What follows belongs to an exercise in optimizing a design on an open flow for small area, a short achievable clock period and few clock cycles; a production flow would make more cautious choices. The RTL was checked by simulation tests, not by an equivalence proof against the original design.

## flow/design.v (module list and top-level ports; edited modules follow where they fit)
// module muldiv_unit_p: 1383 lines
// module muldiv_bk_add: 31 lines
// module muldiv_fa: 10 lines
// module muldiv_ha: 9 lines
module muldiv_unit_p #(
    parameter int WIDTH = 32,
    parameter int K     = 2,
    parameter int R4    = 0
) (
    input  logic             clk,
    input  logic             reset,
    input  logic             start,
    input  logic [2:0]       op,
    input  logic [WIDTH-1:0] src_a,
    input  logic [WIDTH-1:0] src_b,
    input  logic             cancel,
    input  logic             wr_en,
    input  logic             wr_hi,
    input  logic [WIDTH-1:0] wr_data,
    output logic             busy,
    output logic             done,
    output logic [WIDTH-1:0] hi,
    output logic [WIDTH-1:0] lo
);
  // ...
==> flow/flow/run.sh <==
#!/bin/bash
set -euo pipefail
ARGS=$(cat flow/make_args.txt)
bash standard.sh $ARGS finish > orfs_make.log 2>&1
==> flow/flow/make_args.txt <==
SETUP_SLACK_MARGIN=6
==> flow/standard.sh <==
#!/bin/bash
# synth_recipe.tcl (not shown) runs the flow's synth.tcl, then flattens the netlist and writes it again
# the make line also repeats each setting of config.mk as NAME=value (left out here)
make -C /OpenROAD-flow-scripts/flow DESIGN_CONFIG=/design/flow/config.mk WORK_HOME=/design/flow/orfs CLKGATE_MAP_FILE= SYNTH_SCRIPT=/design/flow/synth_recipe.tcl "${@:-finish}"
==> flow/config.mk <==
export PLATFORM = sky130hd
export DESIGN_NAME = muldiv_unit_p
export DESIGN_NICKNAME = muldiv_unit_p
export VERILOG_FILES = /design/flow/design.v
export SDC_FILE = /design/flow/constraint.sdc
export NUM_CORES = 4
export LEC_CHECK = 0
export ABC_AREA = 1
export CAP_MARGIN = 30
export CORE_MARGIN = 2
export CORE_UTILIZATION = 40
export SLEW_MARGIN = 30
export SYNTH_HIERARCHICAL = 1
==> flow/constraint.sdc <==
create_clock -name core_clock -period 13.0 [get_ports {clk}]
set_input_delay 2.6000 -clock core_clock [delete_from_list [all_inputs] [get_ports {clk}]]
set_output_delay 2.6000 -clock core_clock [all_outputs]
set_load 0.01 [all_outputs]
==> results.yml, run 1 <==
status:
  run_status: "no timing/DRC/antenna violations"
floorplanning:
  dieArea_um2: 94100
  tapCellCount: 1186
min_path:
  min_path_type: "flop to flop"
  worstHoldStart: "q_q[5]"
  whs_path_depth: 2
sta:
  setup_slack_ps: 5940
  clock.fmax_mhz: 142
  maxSlewHeadroom_pct: 24.5
yosys:
  synth_cells: 4690
placement:
  io_buffers: 170
  dp_cells: 5848
worst_setup_path:
  r2r_end: "hi[29]"
global_routing:
  grt_util_all_layers_pct: 35.4
  globalRoute.totalOverflow: 0
  use_met2_pct: 53.4
  use_met1_pct: 48.6
  grt_start_max_net_pins: 88
  antenna_found_initial: 5
finish:
  nMultiInputCombCells: 3713
  num-fill-cells: 8920
  largest_register_ffs: 35
clocking:
  numClockSinks: 219
Testbench counts, summed over its fixed seeds: cycles 15,792.
==> run 2: changes to the inputs <==
--- a/flow/design.v
+++ b/flow/design.v
@@ -26,17 +26,18 @@
     logic [2:0]    op_q;
     logic [32:0]   xe_q;                 
     logic [YW-1:0] ye_q;                 
     logic          ym1_q;                
     logic [31:0]   r_q, q_q;             
     logic [5:0]    cnt_q;                
     logic          first_q;              
     logic          triv_q, bzero_q;      
-    logic          qneg_q, rneg_q, qz_q;    
+    logic          qneg_q, rneg_q;
+    logic          fixq_q, fixr_q;       
     logic          selacc_q, selt_q, selfix_q;    
     function automatic logic [5:0] lzc32(input logic [31:0] v);
         logic [31:0] vl;
         logic [4:0]  pos [0:31];
         for (int i = 0; i < 32; i++) begin
             vl[i]  = v[31-i];
             pos[i] = 5'd0;
         end
@@ -84,18 +85,18 @@
     logic        sub;
     logic [33:0] xs;
     logic [18:0] yb;
     logic [63:0] addend, tree_a, tree_b, tsum;
     logic        fixq, fixr, tsum_co;
     assign sub  = op_q[2] & op_q[1];
     assign xs   = {xe_q[32], xe_q};
     assign yb   = {ye_q[17:0], ym1_q};
-    assign fixq = selfix_q && qneg_q && !qz_q;    
-    assign fixr = selfix_q && rneg_q;
+    assign fixq = fixq_q;
+    assign fixr = fixr_q;
     always_comb begin
         addend = 64'h0;
         if (selacc_q) addend = {hi, lo};
         if (selt_q)   addend = {18'h0, r_q, q_q[31:18]};
         if (selfix_q) addend = {(fixr ? ~r_q : r_q), (fixq ? ~q_q : q_q)};
     end
     wire bh0 = yb[2], bm0 = yb[1], bl0 = yb[0];
     wire one0 = bm0 ^ bl0;
@@ -1339,16 +1340,18 @@
                 endcase
             end
         end
     end
     always_ff @(posedge clk) begin
         selacc_q <= !busy && op[2];
         selt_q   <= busy && (mode == M0);
         selfix_q <= busy && (mode == DSTEP) && (cnt_q == 6'd1);
+        fixq_q   <= busy && (mode == DSTEP) && (cnt_q == 6'd1) && qneg_q && (q_n != 32'h0);    
+        fixr_q   <= busy && (mode == DSTEP) && (cnt_q == 6'd1) && rneg_q;
     end
     always_ff @(posedge clk) begin
         if (!busy) begin
             op_q    <= op;
             ym1_q   <= 1'b0;
             short_q <= fit_a || fit_b;
             first_q <= 1'b1;
             bzero_q <= (src_b == 32'h0);
@@ -1368,17 +1371,16 @@
                     {r_q, q_q} <= tsum;
                     ye_q  <= YW'({{18{ye_q[32]}}, ye_q[32:18]});
                     ym1_q <= ye_q[17];
                 end
                 DSTEP: begin
                     r_q    <= r_n;
                     q_q    <= q_n;
                     cnt_q  <= cnt_q - 6'd1;
-                    qz_q   <= (q_n == 32'h0);
                     ye_q   <= (cnt_q == 6'd1) ? '0 : YW'(ye_q >> K);
                 end
                 default: ;
             endcase
         end
     end
 endmodule
 module muldiv_bk_add #(
==> run 2 against run 1 <==
Compared with the run above: non-clock buffer count is 19 lower; clock skew decreased by 63 ps; first-iteration DRC count shrank 2.5%; critical path depth fell by 5; design area decreased by 1.2%; largest cell class unchanged.
==> results.yml, run 2 <==
floorplanning:
  die_w_um: 306
  io_pins: 171
  dieArea_um2: 93600
  core_area_um2: 90100
  start_util_pct: 40.5
  row_count: 110
  chipHeight_um: 306
worst_setup_path:
  cp_max_fo: 25
  path_buf_inv: 12
  arrival_ps: 7270
  crit_type: "input pin to flop"
  crit_required_ps: 13330
  critPathLaunchType: "input pin"
  cp-end-kind: "flop"
  cp_slowest_cell: "fa_2"
  cpPeakStageDelay_ps: 440
  path_delay_family: "buffers and inverters"
routing:
  drc: 0
  drt_iter0_markers: 5345
  vias_per_cell: 6.23
  antenna_left: 0
  wirelength_um: 170000
  dr_total_vias: 37700
  firstDrtPassIters: 7
  wl_per_cell_um: 28.0
sta:
  clock_skew_ps: 18.5
  min_period_ps: 6940
  maxSlewHeadroom_pct: 29.1
  finalHoldViolCount: 0
  worst_pin_slew_ps: 1060
  rsz0062_at_grt: "true"
  clock.fmax_mhz: 144
  setup_slack_ps: 6060
  fin_crit_sh_pct: 53.4
  finalSetupViolations: 0
  slew_viol_final: 0
  tns_ps: 0
clocking:
  numCtsBuffers: 30
  root_buffer: "clkbuf_16"
  tritoncts: "done"
  worstSkewPairLatency_ps: 610
  cts_buffer_depth: 3
  numClockSinks: 220
  h-tree-depth: 1
  cts_hold_buffers: 0
  clkSlewWorstSetupHoldPaths_ps: 70
global_routing:
  grt_first_pass_wirelength_um: 242000
  grt_util_all_layers_pct: 34.7
  grt_pass1_vias: 35200
  globalRoute.totalOverflow: 0
  antenna_found_initial: 4
  grt_start_max_net_pins: 128
finish:
  reg_top3: "ye_q: 35 flops, xe_q: 33 flops"
  stdcell_count: 6063
  final_core_util_pct: 48.3
  syn_to_final_growth_pct: 19.4
  nNetsFinal: 5508
  largest_register_ffs: 35
  most-common-layout-cells: "784 x nand2_1, 398 x inv_1, 376 x xor2_1"
  top_register: "ye_q"
  drive_gt1_share_pct: 13.1
  final_common_cell: "nand2_1"
yosys:
  yosys_warnings: 15
  synth_cells: 4711
  syn_area_um2: 36500
  synth.avg_cell_area_um2: 7.74
status:
  run_status: "no timing/DRC/antenna violations"
placement:
  gp_congestion: 1.07
  io_buffers: 170
  dp_cells: 5872
  hpwl_um: 126000
  pre_cts_ws_ps: 3640
job:
  maxCapViolCount: 0
min_path:
  min_path_type: "flop to flop"
run 2: path summary, 6_finish.rpt:
path,from,endpoint,slack (ps),cells past startpoint
setup / recovery,op[0],cnt_q[2],6060,33
hold / removal,q_q[7],q_q[7],560,2
setup reg to reg,op_q[1],hi[9],6130,23
hold reg to reg,q_q[7],q_q[7],560,2
max in group asynchronous,reset,busy,10000,3
min in group asynchronous,reset,lo[2],2510,3
run 2: cell type report:
type | instances | area, µm²
sequential | 220 | 5880
clock buffer | 33 | 793
fill | 8870 | 46600
tap | 1176 | 1470
inverter | 496 | 1990
antenna | 1 | 2.50
multi-input combinational | 3746 | 29300
timing repair buffer | 366 | 3840
clock inverter | 22 | 205
timing repair inverter | 3 | 26.3
run 2: through the flow:
stage	instance area, µm²	hold WS [ps]
global placement	39300	536
CTS	41500	549
floorplan	36600	481
global route	43500	567
finish	43500	563
detailed placement	39400	540
run 2: tightest hold or removal path, stage by stage, from the launching register on:
cell	delay [ps]
dfxtp_1	360
nand2_1	80
a31oi_1	60
run 2: metal layers:
| layer | vias up | share of wire (%) | track usage, % | wire (µm) |
|---|---|---|---|---|
| met1 | 18300 | 38 | 46.6 | 65100 |
| met5 | - | 0 | 0 | 0 |
| li1 | 16300 | - | - | - |
| met2 | 2544 | 43 | 53.0 | 73500 |
| met4 | 0 | 7.5 | 20.2 | 12600 |
| met3 | 511 | 11 | 5.64 | 18400 |
run 2: timing repair:
action	CTS	global route
resized for setup	182	276
gates cloned	10	11
pin swaps	20	51
buffers inserted	31	83
setup endpoints to repair	112	76
Testbench counts of run 2, summed over its fixed seeds: cycles 15,792.

==> re-timing with driven ports <==
The flow's constraints put no driver on any port. The routed layouts listed below were extracted and timed again, unchanged, in two steps. Step 1 (the two cells are an assumption about what drives the block):
set clk [get_ports {clk}]
set_driving_cell -lib_cell sky130_fd_sc_hd__clkbuf_16 $clk
set_driving_cell -lib_cell sky130_fd_sc_hd__buf_2 [delete_from_list [all_inputs] $clk]
Step 2 also shifts input and output timing later by t, the mid clock arrival at the registers, as if the neighbouring blocks saw the same clock. Three values: no drivers, after step 1, after step 2; two values: the first two.
| run | shift t [ns] | setup slack, ns | worst hold slack (ns) | worst setup path at the end |
|---|---|---|---|---|
| run 1 | 0.685 | 5.943 / 5.955 / 5.270 | 0.574 / 0.574 / 0.574 | input to register |
| run 2 | 0.667 | 6.062 / 6.085 / 5.418 | 0.563 / 0.563 / 0.563 | input to register |
After both steps setup and hold are still met in every run listed. For run 1, which loses most, drivers alone change the setup slack by +0.012 ns; drivers and shift together by -0.673 ns.
